Context: an optimization exercise on an open-source flow, tuned for small area, a short achievable clock period and few clock cycles per item. The choices shown serve that exercise and are no tape-out recipe.
Where RTL was checked, it was by simulation tests only, not by an equivalence proof against the original.
Power is estimated from default activity; no workload was simulated.

Design ex_unit, start of the top module:
module ex_unit (
	input  logic      clk,
	input  logic      rst,
	input  logic      req_i,
	output logic      ack_o,
	input  ex_pkg::alusel_t   alusel_i,
	input  ex_pkg::aluop_t    aluop_i,
	input  ex_pkg::word_t     reg1_i,
	input  ex_pkg::word_t     reg2_i,
	input  ex_pkg::reg_addr_t wd_i,
	input  logic      wreg_i,
	output ex_pkg::word_t     wdata_o,
	output ex_pkg::reg_addr_t wd_o,
	output logic      wreg_o,
	output logic      overflow_o
);
==> module alu_core, before the edit <==
module alu_core (
	input  logic [2:0]  alusel_i,
	input  logic [7:0]  aluop_i,
	input  logic [31:0] reg1_i,
	input  logic [31:0] reg2_i,
	input  logic [31:0] hi_i,
	input  logic [31:0] lo_i,
	output logic [31:0] result_o,
	output logic        ovf_o,       
	output logic        b_zero_o     
);
	logic [7:0]  op;
	logic [31:0] a;
	logic [31:0] b;
	assign op = aluop_i;
	assign a  = reg1_i;
	assign b  = reg2_i;
	logic        sub;
	logic        slt_sel;
	logic        slt_uns;
	logic [31:0] sum;
	logic [31:0] dif;
	logic        c31;            
	logic        d31;            
	logic [32:0] dif_w;
	logic        ovf_add;
	logic        ovf_sub;
	logic        lt;
	assign sub     = op[6] ? (op[3] | (op[1] & op[0])) : op[1];
	assign slt_sel = op[6] ? (op[3] | (op[1] & op[0])) : op[3];
	assign slt_uns = op[6] ? op[3] : op[0];
	assign {c31, sum[30:0]} = {1'b0, a[30:0]} + {1'b0, b[30:0]};
	assign sum[31]          = a[31] ^ b[31] ^ c31;
	assign dif_w            = {1'b0, a[30:0], 1'b1} + {1'b0, ~b[30:0], 1'b1};
	assign dif[30:0]        = dif_w[31:1];
	assign d31              = dif_w[32];
	assign dif[31]          = ~(a[31] ^ b[31]) ^ d31;
	assign ovf_add = ~(a[31] ^ b[31]) & (c31 ^ a[31]);
	assign ovf_sub = (a[31] ^ b[31]) & (d31 ^ a[31]);
	assign ovf_o   = sub ? ovf_sub : ovf_add;
	assign lt = slt_uns ? ~((a[31] & ~b[31]) | (~(a[31] ^ b[31]) & d31)) :
		((a[31] ^ b[31]) ? a[31] : ~d31);
	logic [3:0]  tt;
	logic [31:0] lres;
	always_comb begin
		case (alusel_i[1:0])
			2'b01: begin
				if (op[6]) begin
					case (op[2:0])
						3'b001:  tt = 4'b1000;   
						3'b010:  tt = 4'b1110;   
						3'b011:  tt = 4'b0110;   
						default: tt = 4'b1100;   
					endcase
				end else begin
					case (op[1:0])
						2'b00:   tt = 4'b1000;   
						2'b01:   tt = 4'b1110;   
						2'b10:   tt = 4'b0110;   
						default: tt = 4'b0001;   
					endcase
				end
			end
			2'b11:   tt = 4'b1100;               
			default: tt = 4'b1010;               
		endcase
		for (int i = 0; i < 32; i++)
			lres[i] = tt[{a[i], b[i]}];
	end
	logic        left;
	logic        fill;
	logic [4:0]  s;
	logic [4:0]  rot;
	logic [31:0] y;
	logic [31:0] ml;             
	logic [31:0] keep;
	logic [31:0] sres;
	assign left = ~op[1] & alusel_i[1] & ~alusel_i[0];
	assign s    = a[4:0];
	assign rot  = left ? (5'd0 - s) : s;
	assign fill = ~left & op[0] & b[31];
	always_comb begin
		logic [31:0] t;
		t = b;
		for (int k = 0; k < 5; k++)
			if (rot[k])
				t = (t >> (1 << k)) | (t << (32 - (1 << k)));
		y = t;
	end
	always_comb begin
		logic [31:0] m;
		m = 32'd0;
		m[0] = ~s[0];
		m[1] = 1'b1;
		for (int k = 1; k < 5; k++) begin
			logic [31:0] nm;
			nm = 32'd0;
			for (int i = 0; i < (1 << k); i++) begin
				nm[i]            = ~s[k] & m[i];
				nm[i + (1 << k)] = ~s[k] | m[i];
			end
			m = nm;
		end
		ml = m;
	end
	always_comb begin
		for (int i = 0; i < 32; i++) begin
			keep[i] = left ? ml[i] : ml[31 - i];
			sres[i] = keep[i] ? y[i] : fill;
		end
	end
	logic [31:0] cv;
	logic [7:0]  nz;         
	logic [1:0]  np [8];     
	logic [5:0]  cnt;
	logic clo;
	assign clo = op[0] & op[7] & alusel_i[2];
	assign cv  = clo ? ~a : a;
	always_comb begin
		for (int k = 0; k < 8; k++) begin
			logic [3:0] n;
			n = cv[31 - 4*k -: 4];
			nz[k] = (n == 4'd0);
			np[k] = n[3] ? 2'd0 : n[2] ? 2'd1 : n[1] ? 2'd2 : 2'd3;
		end
		cnt = 6'd32;
		for (int k = 7; k >= 0; k--)
			if (!nz[k])
				cnt = {1'b0, 3'(k), np[k]};
	end
	logic sel_lu, sel_sh, sel_add, sel_lt, sel_cnt, sel_hl;
	logic sel_hi, sel_lo, sel_sum, sel_dif;
	always_comb begin
		sel_lu  = 1'b0;
		sel_sh  = 1'b0;
		sel_add = 1'b0;
		sel_lt  = 1'b0;
		sel_cnt = 1'b0;
		sel_hl  = 1'b0;
		case (alusel_i[1:0])
			2'b01: sel_lu = 1'b1;
			2'b10: sel_sh = 1'b1;
			2'b11: begin
				if (op[4] & ~op[0])
					sel_hl = 1'b1;
				else
					sel_lu = 1'b1;
			end
			default: begin
				if (op[7]) begin
					if (op[4])
						sel_cnt = 1'b1;
					else
						sel_lu = 1'b1;
				end else if (op[4] & ~op[6])
					sel_lu = 1'b1;
				else if (slt_sel)
					sel_lt = 1'b1;
				else
					sel_add = 1'b1;
			end
		endcase
	end
	assign sel_sum = sel_add & ~sub;
	assign sel_dif = sel_add & sub;
	assign sel_hi  = sel_hl & ~op[1];
	assign sel_lo = sel_hl & op[1];
	assign result_o = ({32{sel_lu}}  & lres) |
	                  ({32{sel_sh}}  & sres) |
	                  ({32{sel_sum}} & sum) |
	                  ({32{sel_dif}} & dif) |
	                  ({32{sel_hi}}  & hi_i) |
	                  ({32{sel_lo}}  & lo_i) |
	                  {26'd0, {6{sel_cnt}} & cnt} |
	                  {31'd0, sel_lt & lt};
	assign b_zero_o = (b == 32'd0);
endmodule
Settings: LEC_CHECK=0, ABC_AREA=1, CAP_MARGIN=20, CORE_MARGIN=2, CORE_UTILIZATION=40, SLEW_MARGIN=20; clock period 26.0 ns.
standard.sh (not shown) runs the stock make flow with config.mk's settings and CLKGATE_MAP_FILE= SYNTH_SCRIPT=/design/flow/synth_recipe.tcl, a recipe that flattens the netlist after the stock synthesis.
==> flow/flow/run.sh <==
#!/bin/bash
# The standard layout, except that the port buffers are buf_2 cells
# (ORFS's default choice is a clkdlybuf4s50_1 delay cell on every port)
bash standard.sh BUFFER_PORTS_ARGS="-buffer_cell sky130_fd_sc_hd__buf_2" finish > standard.log 2>&1
Then changed:
--- a/flow/design.v
+++ b/flow/design.v
@@ -110,28 +110,21 @@
 	logic        sub;
 	logic        slt_sel;
 	logic        slt_uns;
-	logic [31:0] sum;
-	logic [31:0] dif;
-	logic        c31;            
-	logic        d31;            
-	logic [32:0] dif_w;
-	logic        ovf_add;
-	logic        ovf_sub;
+	logic [31:0] g0, p0, r;
+	logic [32:0] c;              
 	logic        lt;
 	assign sub     = op[6] ? (op[3] | (op[1] & op[0])) : op[1];
 	assign slt_sel = op[6] ? (op[3] | (op[1] & op[0])) : op[3];
 	assign slt_uns = op[6] ? op[3] : op[0];
-	assign {c31, sum[30:0]} = {1'b0, a[30:0]} + {1'b0, b[30:0]};
-	assign sum[31]          = a[31] ^ b[31] ^ c31;
-	assign dif_w            = {1'b0, a[30:0], 1'b1} + {1'b0, ~b[30:0], 1'b1};
-	assign dif[30:0]        = dif_w[31:1];
-	assign d31              = dif_w[32];
-	assign dif[31]          = ~(a[31] ^ b[31]) ^ d31;
-	assign ovf_add = ~(a[31] ^ b[31]) & (c31 ^ a[31]);
-	assign ovf_sub = (a[31] ^ b[31]) & (d31 ^ a[31]);
-	assign ovf_o   = sub ? ovf_sub : ovf_add;
-	assign lt = slt_uns ? ~((a[31] & ~b[31]) | (~(a[31] ^ b[31]) & d31)) :
-		((a[31] ^ b[31]) ? a[31] : ~d31);
+	logic [33:0] sum_w;
+	assign p0 = (a ^ b) ^ {32{sub}};
+	assign g0 = '0;
+	assign sum_w = {1'b0, a, 1'b1} + {1'b0, b ^ {32{sub}}, sub};
+	assign c[31:0] = sum_w[32:1] ^ p0;
+	assign c[32] = sum_w[33];
+	assign r = p0 ^ c[31:0];
+	assign ovf_o = c[31] ^ c[32];
+	assign lt    = slt_uns ? ~c[32] : (r[31] ^ ovf_o);
 	logic [3:0]  tt;
 	logic [31:0] lres;
 	always_comb begin
@@ -167,7 +160,7 @@
 	logic [31:0] ml;             
 	logic [31:0] keep;
 	logic [31:0] sres;
-	assign left = ~op[1] & alusel_i[1] & ~alusel_i[0];
+	assign left = ~op[1];
 	assign s    = a[4:0];
 	assign rot  = left ? (5'd0 - s) : s;
 	assign fill = ~left & op[0] & b[31];
@@ -205,9 +198,7 @@
 	logic [7:0]  nz;         
 	logic [1:0]  np [8];     
 	logic [5:0]  cnt;
-	logic clo;
-	assign clo = op[0] & op[7] & alusel_i[2];
-	assign cv  = clo ? ~a : a;
+	assign cv = op[0] ? ~a : a;
 	always_comb begin
 		for (int k = 0; k < 8; k++) begin
 			logic [3:0] n;
@@ -221,7 +212,6 @@
 				cnt = {1'b0, 3'(k), np[k]};
 	end
 	logic sel_lu, sel_sh, sel_add, sel_lt, sel_cnt, sel_hl;
-	logic sel_hi, sel_lo, sel_sum, sel_dif;
 	always_comb begin
 		sel_lu  = 1'b0;
 		sel_sh  = 1'b0;
@@ -253,16 +243,10 @@
 			end
 		endcase
 	end
-	assign sel_sum = sel_add & ~sub;
-	assign sel_dif = sel_add & sub;
-	assign sel_hi  = sel_hl & ~op[1];
-	assign sel_lo = sel_hl & op[1];
 	assign result_o = ({32{sel_lu}}  & lres) |
 	                  ({32{sel_sh}}  & sres) |
-	                  ({32{sel_sum}} & sum) |
-	                  ({32{sel_dif}} & dif) |
-	                  ({32{sel_hi}}  & hi_i) |
-	                  ({32{sel_lo}}  & lo_i) |
+	                  ({32{sel_add}} & r) |
+	                  ({32{sel_hl}}  & (op[1] ? lo_i : hi_i)) |
 	                  {26'd0, {6{sel_cnt}} & cnt} |
 	                  {31'd0, sel_lt & lt};
 	assign b_zero_o = (b == 32'd0);
Effect: The changed run finished with timing, DRC and antenna clean. Non-clock buffer count goes up by 1. Final area goes down by 7.0%. Worst setup slack is better by 0.17 ns. Total power barely changes. Cell count goes down by 9.2%.
Testbench counts after the change, summed over its fixed seeds: cycles 11,588, ops 4,800.
The RTL of the first run of this note was laid out without a check of its function.

==> static timing again, ports no longer ideal <==
The results above use ideal ports. As a check the final layouts listed here were re-extracted and re-timed, cells and wires unchanged. Step 1 assumes that a clkbuf_16 drives the clock port and a buf_2 every other input. Step 2 moves the port delays by t, midway between the first and last clock arrival at a register: inputs arrive t later, outputs are due t later. That takes back most of the time a late clock gives input paths. Slacks: ideal ports / drivers / drivers and shift; pairs: ideal ports / drivers.
run	shift t [ns]	setup WS [ns]	worst setup path at the end	worst register clock-pin slew, ns	pins driven straight from the clock port
the first run	0.514	16.634 / 16.663 / 16.149	input to register	0.09 / 0.09	1
the second run	0.536	16.803 / 16.816 / 16.280	input to register	0.08 / 0.08	1
After both steps setup and hold are still met in every run listed. For the second run, which loses most, drivers alone change the setup slack by +0.013 ns; drivers and shift together by -0.523 ns.
